This is an optimization exercise on Yosys and OpenROAD, whose aim is small area, a short achievable clock period and few clock cycles, not a production implementation. The RTL was checked by simulation tests, not by an equivalence proof against the original design.

==> flow/design.v <==
`timescale 1ns/1ps
`default_nettype none
package core_pkg;
	typedef logic [32-1:0]    word_t;      
	typedef logic [5-1:0] reg_idx_t;
	typedef enum logic [5:0]
	{
		OP_ADD  = 6'd0,
		OP_SUB  = 6'd1,
		OP_ADDI = 6'd4,
		OP_LW   = 6'd5,
		OP_SW   = 6'd6,
		OP_AND  = 6'd7,
		OP_OR   = 6'd8,
		OP_XOR  = 6'd9,
		OP_BEQ  = 6'd10,
		OP_BNE  = 6'd11,
		OP_SLT  = 6'd12,
		OP_EOF  = 6'd19
	} opcode_t;
	typedef enum logic [1:0]
	{
		ST_R_TYPE   = 2'd0,
		ST_I_TYPE   = 2'd1,
		ST_OVERFLOW = 2'd2,
		ST_EOF      = 2'd3
	} status_t;
	typedef enum logic [2:0]
	{
		S_IDLE,
		S_FETCH,
		S_DECODE,
		S_EXEC,
		S_WB,
		S_NEXT,
		S_HALT_OVF,
		S_HALT_EOF
	} fsm_state_t;
endpackage
`default_nettype wire
`timescale 1ns/1ps
`default_nettype none
module reg_file
(
	input  wire         clk,
	input  wire         i_rst_n,
	input  wire         i_we,
	input  wire  [4:0]  i_waddr,
	input  wire  [31:0] i_wdata,
	input  wire  [4:0]  i_raddr_a,
	input  wire  [4:0]  i_raddr_b,
	output logic [31:0] o_rdata_a,
	output logic [31:0] o_rdata_b
);
	logic [31:0] regs [32];
	logic [32-1:0] valid;
	logic [32-1:0] wsel, sel_a, sel_b;
	always_comb
	begin
		o_rdata_a = '0;
		o_rdata_b = '0;
		for (int i = 0; i < 32; i++)
		begin
			wsel[i]  = i_we && (i_waddr == 5'(i));
			sel_a[i] = valid[i] && (i_raddr_a == 5'(i));
			sel_b[i] = valid[i] && (i_raddr_b == 5'(i));
			o_rdata_a = o_rdata_a | ({32{sel_a[i]}} & regs[i]);
			o_rdata_b = o_rdata_b | ({32{sel_b[i]}} & regs[i]);
		end
	end
	always_ff @(posedge clk)
	begin
		for (int i = 0; i < 32; i++)
			regs[i] <= ({32{wsel[i]}} & i_wdata) | ({32{!wsel[i]}} & regs[i]);    
	end
	always_ff @(posedge clk or negedge i_rst_n)
	begin
		if (!i_rst_n)
			valid <= '0;
		else
			valid <= valid | wsel;
	end
endmodule
`default_nettype wire
`timescale 1ns/1ps
`default_nettype none
module add32_ks
(
	input  wire  [31:0] i_a,
	input  wire  [31:0] i_b,
	input  wire         i_ci,
	output logic [31:0] o_s,
	output logic [32:0] o_c         
);
	logic [31:0] p, g;
	logic [31:0] gl [6];
	logic [31:0] pl [6];
	assign p = i_a ^ i_b;
	assign g = i_a & i_b;
	always_comb
	begin
		gl[0] = g;
		pl[0] = p;
		gl[0][0] = g[0] | (p[0] & i_ci);
		for (int l = 0; l < 5; l++)
		begin
			for (int i = 0; i < 32; i++)
			begin
				if (i >= (1 << l))
				begin
					gl[l+1][i] = gl[l][i] | (pl[l][i] & gl[l][i - (1 << l)]);
					pl[l+1][i] = pl[l][i] & pl[l][i - (1 << l)];
				end
				else
				begin
					gl[l+1][i] = gl[l][i];
					pl[l+1][i] = pl[l][i];
				end
			end
		end
		o_c[0] = i_ci;
		for (int i = 0; i < 32; i++)
			o_c[i+1] = gl[5][i];
		o_s = p ^ o_c[31:0];
	end
endmodule
module br_target
(
	input  wire  [31:0] i_pc,
	input  wire  [31:0] i_imm,
	output logic [11:0] o_tgt,
	output logic        o_bad
);
	logic [12:0] lo;
	logic [31:0] p, t;
	assign lo    = {1'b0, i_pc[11:0]} + {1'b0, i_imm[11:0]};
	assign o_tgt = lo[11:0];
	assign p     = i_pc ^ i_imm;
	assign t     = i_pc | i_imm;
	assign o_bad = (p[12] != lo[12]) || (p[31:13] != t[30:12]);
endmodule
`default_nettype wire
`timescale 1ns/1ps
`default_nettype none
module core_top
(
	input  wire     clk,
	input  wire     i_rst_n,
	output core_pkg::word_t   o_i_addr,
	input  core_pkg::word_t   i_i_inst,
	output logic    o_d_we,
	output core_pkg::word_t   o_d_addr,
	output core_pkg::word_t   o_d_wdata,
	input  core_pkg::word_t   i_d_rdata,
	output core_pkg::status_t o_status,
	output logic    o_status_valid
);
	logic [31:0] pc_f;           
	logic        started;        
	logic        halted;
	logic        halt_eof;       
	logic        st_v;           
	logic [1:0]  st;
	logic        e_valid;
	logic [31:0] e_a;            
	logic [31:0] e_b;            
	logic        e_ci;           
	logic [31:0] e_x;            
	logic        e_tgt_bad;      
	logic [7:0]  e_eqg;          
	logic [4:0]  e_rd;
	logic        e_wr;
	logic        e_rtype;
	logic        e_ovf_chk;      
	logic        e_mem;          
	logic        e_sum, e_and, e_or, e_xor, e_slt, e_lw, e_sw, e_br, e_bne;
	logic [31:0] sum, result, wdata;
	logic [32:0] carry;
	logic        ovf, mem_bad, lt, eq, br_cond, redirect, e_ovf;
	logic [31:0] ab_p, ab_t;
	add32_ks u_add (
		.i_a  (e_a),
		.i_b  (e_b),
		.i_ci (e_ci),
		.o_s  (sum),
		.o_c  (carry)
	);
	assign ovf = (e_a[31] == e_b[31]) && (sum[31] != e_a[31]);
	assign lt  = sum[31] ^ ovf;
	logic x_zero, x_ones;
	assign ab_p   = e_a ^ e_b;
	assign ab_t   = e_a | e_b;
	assign x_zero = !ab_p[8] && (ab_p[31:9] == ab_t[30:8]);
	assign x_ones = &ab_p[31:8];
	assign mem_bad = !((x_zero && !carry[8]) || (x_ones && carry[8]));
	assign eq      = &e_eqg;
	assign br_cond = eq ^ e_bne;
	assign redirect = e_valid && e_br && br_cond && !e_tgt_bad;
	assign e_ovf = (e_ovf_chk && ovf) || (e_mem && mem_bad) || (e_br && br_cond && e_tgt_bad);
	assign result = ({32{e_sum}} & sum) | ({32{e_and}} & (e_a & e_b)) |
		({32{e_or}} & ab_t) | ({32{e_xor}} & ab_p) | {31'd0, e_slt && lt};
	assign wdata  = e_lw ? i_d_rdata : result;
	logic rf_we;
	assign rf_we = e_valid && e_wr;
	assign o_d_addr       = {24'd0, sum[7:0]};
	assign o_d_wdata      = e_x;
	assign o_d_we         = e_valid && e_sw && !mem_bad;
	assign o_i_addr       = redirect ? {20'd0, e_x[11:0]} : pc_f;
	assign o_status_valid = st_v;
	assign o_status       = core_pkg::status_t'(st);
	logic [5:0]  op;
	logic [4:0]  ra, rb;
	logic [31:0] imm;
	logic [31:0] rf_a, rf_b, fa, fb;
	logic        f_add, f_sub, f_and, f_or, f_xor, f_slt, f_addi, f_lw, f_sw, f_beq, f_bne;
	logic        f_rtype, f_imm, f_inv, f_wr, f_branch, f_eof, f_stall;
	assign op  = i_i_inst[31:26];
	assign ra  = i_i_inst[25:21];
	assign rb  = i_i_inst[20:16];
	assign imm = {{16{i_i_inst[15]}}, i_i_inst[15:0]};
	assign f_add  = (op == 6'd0);
	assign f_sub  = (op == 6'd1);
	assign f_and  = (op == 6'd7);
	assign f_or   = (op == 6'd8);
	assign f_xor  = (op == 6'd9);
	assign f_slt  = (op == 6'd12);
	assign f_addi = (op == 6'd4);
	assign f_lw   = (op == 6'd5);
	assign f_sw   = (op == 6'd6);
	assign f_beq  = (op == 6'd10);
	assign f_bne  = (op == 6'd11);
	assign f_eof  = (op == 6'd19);
	assign f_rtype  = f_add || f_sub || f_and || f_or || f_xor || f_slt;
	assign f_imm    = f_addi || f_lw || f_sw;
	assign f_inv    = f_sub || f_slt;
	assign f_wr     = f_rtype || f_addi || f_lw;
	assign f_branch = f_beq || f_bne;
	assign f_stall  = !started && (i_i_inst == 32'd0);
	reg_file u_regs (
		.clk       (clk),
		.i_rst_n   (i_rst_n),
		.i_we      (rf_we),
		.i_waddr   (e_rd),
		.i_wdata   (wdata),
		.i_raddr_a (ra),
		.i_raddr_b (rb),
		.o_rdata_a (rf_a),
		.o_rdata_b (rf_b)
	);
	assign fa = (e_valid && e_wr && e_rd == ra) ? wdata : rf_a;
	assign fb = (e_valid && e_wr && e_rd == rb) ? wdata : rf_b;
	logic [11:0] tgt_s, tgt_r, tgt;
	logic        bad_s, bad_r, tgt_bad;
	logic [31:0] inc_s, inc;
	logic [12:0] inc_r;
	br_target u_tgt_s (.i_pc(pc_f), .i_imm(imm), .o_tgt(tgt_s), .o_bad(bad_s));
	br_target u_tgt_r (.i_pc({20'd0, e_x[11:0]}), .i_imm(imm), .o_tgt(tgt_r), .o_bad(bad_r));
	assign inc_s   = pc_f + 4;
	assign inc_r   = {1'b0, e_x[11:0]} + 13'd4;
	assign tgt     = redirect ? tgt_r : tgt_s;
	assign tgt_bad = redirect ? bad_r : bad_s;
	assign inc     = redirect ? {19'd0, inc_r} : inc_s;
	always_ff @(posedge clk or negedge i_rst_n)
	begin
		if (!i_rst_n)
		begin
			pc_f     <= 32'd0;
			started  <= 1'b0;
			halted   <= 1'b0;
			halt_eof <= 1'b0;
			e_valid  <= 1'b0;
			st_v     <= 1'b0;
			st       <= 2'd0;
		end
		else
		begin
			st_v <= halted || (e_valid && !e_ovf);
			st   <= halted ? {1'b1, halt_eof} : {1'b0, !e_rtype};
			if (halted)
				;
			else if (e_valid && e_ovf)
			begin
				halted   <= 1'b1;
				halt_eof <= 1'b0;
				pc_f     <= pc_f - 32'd4;        
				e_valid  <= 1'b0;
			end
			else if (f_eof)
			begin
				halted   <= 1'b1;
				halt_eof <= 1'b1;
				pc_f     <= o_i_addr;
				e_valid  <= 1'b0;
			end
			else if (f_stall)
				e_valid <= 1'b0;
			else
			begin
				started <= 1'b1;
				e_valid <= 1'b1;
				pc_f    <= inc;
			end
		end
	end
	always_ff @(posedge clk)
	begin
		e_a       <= fa;
		e_b       <= f_imm ? imm : (f_inv ? ~fb : fb);
		e_ci      <= f_inv;
		e_x       <= f_branch ? {20'd0, tgt} : fb;
		e_tgt_bad <= tgt_bad;
		for (int k = 0; k < 8; k++)
			e_eqg[k] <= (fa[4*k +: 4] == fb[4*k +: 4]);
		e_rd      <= f_rtype ? i_i_inst[15:11] : rb;
		e_wr      <= f_wr;
		e_rtype   <= f_rtype;
		e_ovf_chk <= f_add || f_sub || f_addi;
		e_mem     <= f_lw || f_sw;
		e_sum     <= f_add || f_sub || f_addi;
		e_and     <= f_and;
		e_or      <= f_or;
		e_xor     <= f_xor;
		e_slt     <= f_slt;
		e_lw      <= f_lw;
		e_sw      <= f_sw;
		e_br      <= f_branch;
		e_bne     <= f_bne;
	end
endmodule
`default_nettype wire
Settings: LEC_CHECK=0, CAP_MARGIN=20, CELL_PAD_IN_SITES_DETAIL_PLACEMENT=1, CELL_PAD_IN_SITES_GLOBAL_PLACEMENT=1, CORE_MARGIN=2, CORE_UTILIZATION=50, CTS_CLUSTER_DIAMETER=80, CTS_CLUSTER_SIZE=20, PLACE_DENSITY=0.6, SLEW_MARGIN=20; clock period 12.0 ns.
standard.sh (not shown) runs the stock make flow with config.mk's settings and CLKGATE_MAP_FILE= SYNTH_SCRIPT=/design/flow/synth_recipe.tcl, a recipe that flattens the netlist after the stock synthesis.
==> flow/flow/run.sh <==
#!/bin/bash
# Own flow: the standard layout (standard.sh, unchanged synthesis) with a
# larger setup margin for the resizer's timing repair, so that repair works
# towards a shorter period than the design's clock, and ports buffered with
# a plain buffer cell. The clock, the SDC and every other setting are the standard flow's.
# make's output goes to standard.log here; ORFS keeps each step's log under
# orfs/logs.
set -euo pipefail
cd "$(dirname "$0")/.."
export SETUP_SLACK_MARGIN="$(cat flow/margin.txt)"
export BUFFER_PORTS_ARGS="-buffer_cell sky130_fd_sc_hd__buf_2"
bash standard.sh > standard.log 2>&1
==> flow/flow/margin.txt <==
6.9
Testbench counts at the start, summed over its fixed seeds: cycles 18,611.
Then changed:
--- a/flow/design.v
+++ b/flow/design.v
@@ -168,6 +168,8 @@
 	logic [31:0] e_x;            
 	logic        e_tgt_bad;      
 	logic [7:0]  e_eqg;          
+	logic [7:0]  e_addr;         
+	logic        e_c8;           
 	logic [4:0]  e_rd;
 	logic        e_wr;
 	logic        e_rtype;
@@ -192,7 +194,7 @@
 	assign ab_t   = e_a | e_b;
 	assign x_zero = !ab_p[8] && (ab_p[31:9] == ab_t[30:8]);
 	assign x_ones = &ab_p[31:8];
-	assign mem_bad = !((x_zero && !carry[8]) || (x_ones && carry[8]));
+	assign mem_bad = !((x_zero && !e_c8) || (x_ones && e_c8));
 	assign eq      = &e_eqg;
 	assign br_cond = eq ^ e_bne;
 	assign redirect = e_valid && e_br && br_cond && !e_tgt_bad;
@@ -202,7 +204,7 @@
 	assign wdata  = e_lw ? i_d_rdata : result;
 	logic rf_we;
 	assign rf_we = e_valid && e_wr;
-	assign o_d_addr       = {24'd0, sum[7:0]};
+	assign o_d_addr       = {24'd0, e_addr};
 	assign o_d_wdata      = e_x;
 	assign o_d_we         = e_valid && e_sw && !mem_bad;
 	assign o_i_addr       = redirect ? {20'd0, e_x[11:0]} : pc_f;
@@ -260,6 +262,8 @@
 	assign tgt     = redirect ? tgt_r : tgt_s;
 	assign tgt_bad = redirect ? bad_r : bad_s;
 	assign inc     = redirect ? {19'd0, inc_r} : inc_s;
+	logic [8:0] addr_lo;
+	assign addr_lo = {1'b0, fa[7:0]} + {1'b0, i_i_inst[7:0]};
 	always_ff @(posedge clk or negedge i_rst_n)
 	begin
 		if (!i_rst_n)
@@ -309,6 +313,8 @@
 		e_ci      <= f_inv;
 		e_x       <= f_branch ? {20'd0, tgt} : fb;
 		e_tgt_bad <= tgt_bad;
+		e_addr    <= addr_lo[7:0];
+		e_c8      <= addr_lo[8];
 		for (int k = 0; k < 8; k++)
 			e_eqg[k] <= (fa[4*k +: 4] == fb[4*k +: 4]);
 		e_rd      <= f_rtype ? i_i_inst[15:11] : rb;
Effect: Cell count rises by 1.7%; synthesized cell count increases by 0.36%; setup slack gets better by 25 ps; fmax goes up by 0.47%; via count increases by 1.6%; clock skew increases by 18 ps.
Testbench counts after the change, summed over its fixed seeds: cycles 18,611.

-- afterwards: timing with drivers on the ports --
How much do the figures lean on ideal ports? The routed layouts below were timed once more, with nothing changed but the port constraints.
Step 1 sets driving cells, clkbuf_16 on the clock port and buf_2 on the other inputs (assumed; they add their load-dependent delay and slew).
Step 2 adds t to the input delays and takes it off the output delays; t is the mean of the earliest and latest rising clock arrival at the registers after step 1. Input paths then give back, and output paths get back, about the clock's delay inside the block.
Three values: no drivers, after step 1, after step 2; two values: the first two.
| run | shift t [ns] | setup slack, ns | worst setup path at the end | pins driven straight from the clock port |
|---|---|---|---|---|
| the first run | 0.803 | 6.724 / 6.641 / 5.922 | input to register | 1 |
| the second run | 0.794 | 6.748 / 6.666 / 6.028 | input to register | 1 |
After both steps setup and hold are still met in every run listed. For the first run, which loses most, drivers alone change the setup slack by -0.083 ns; drivers and shift together by -0.802 ns.
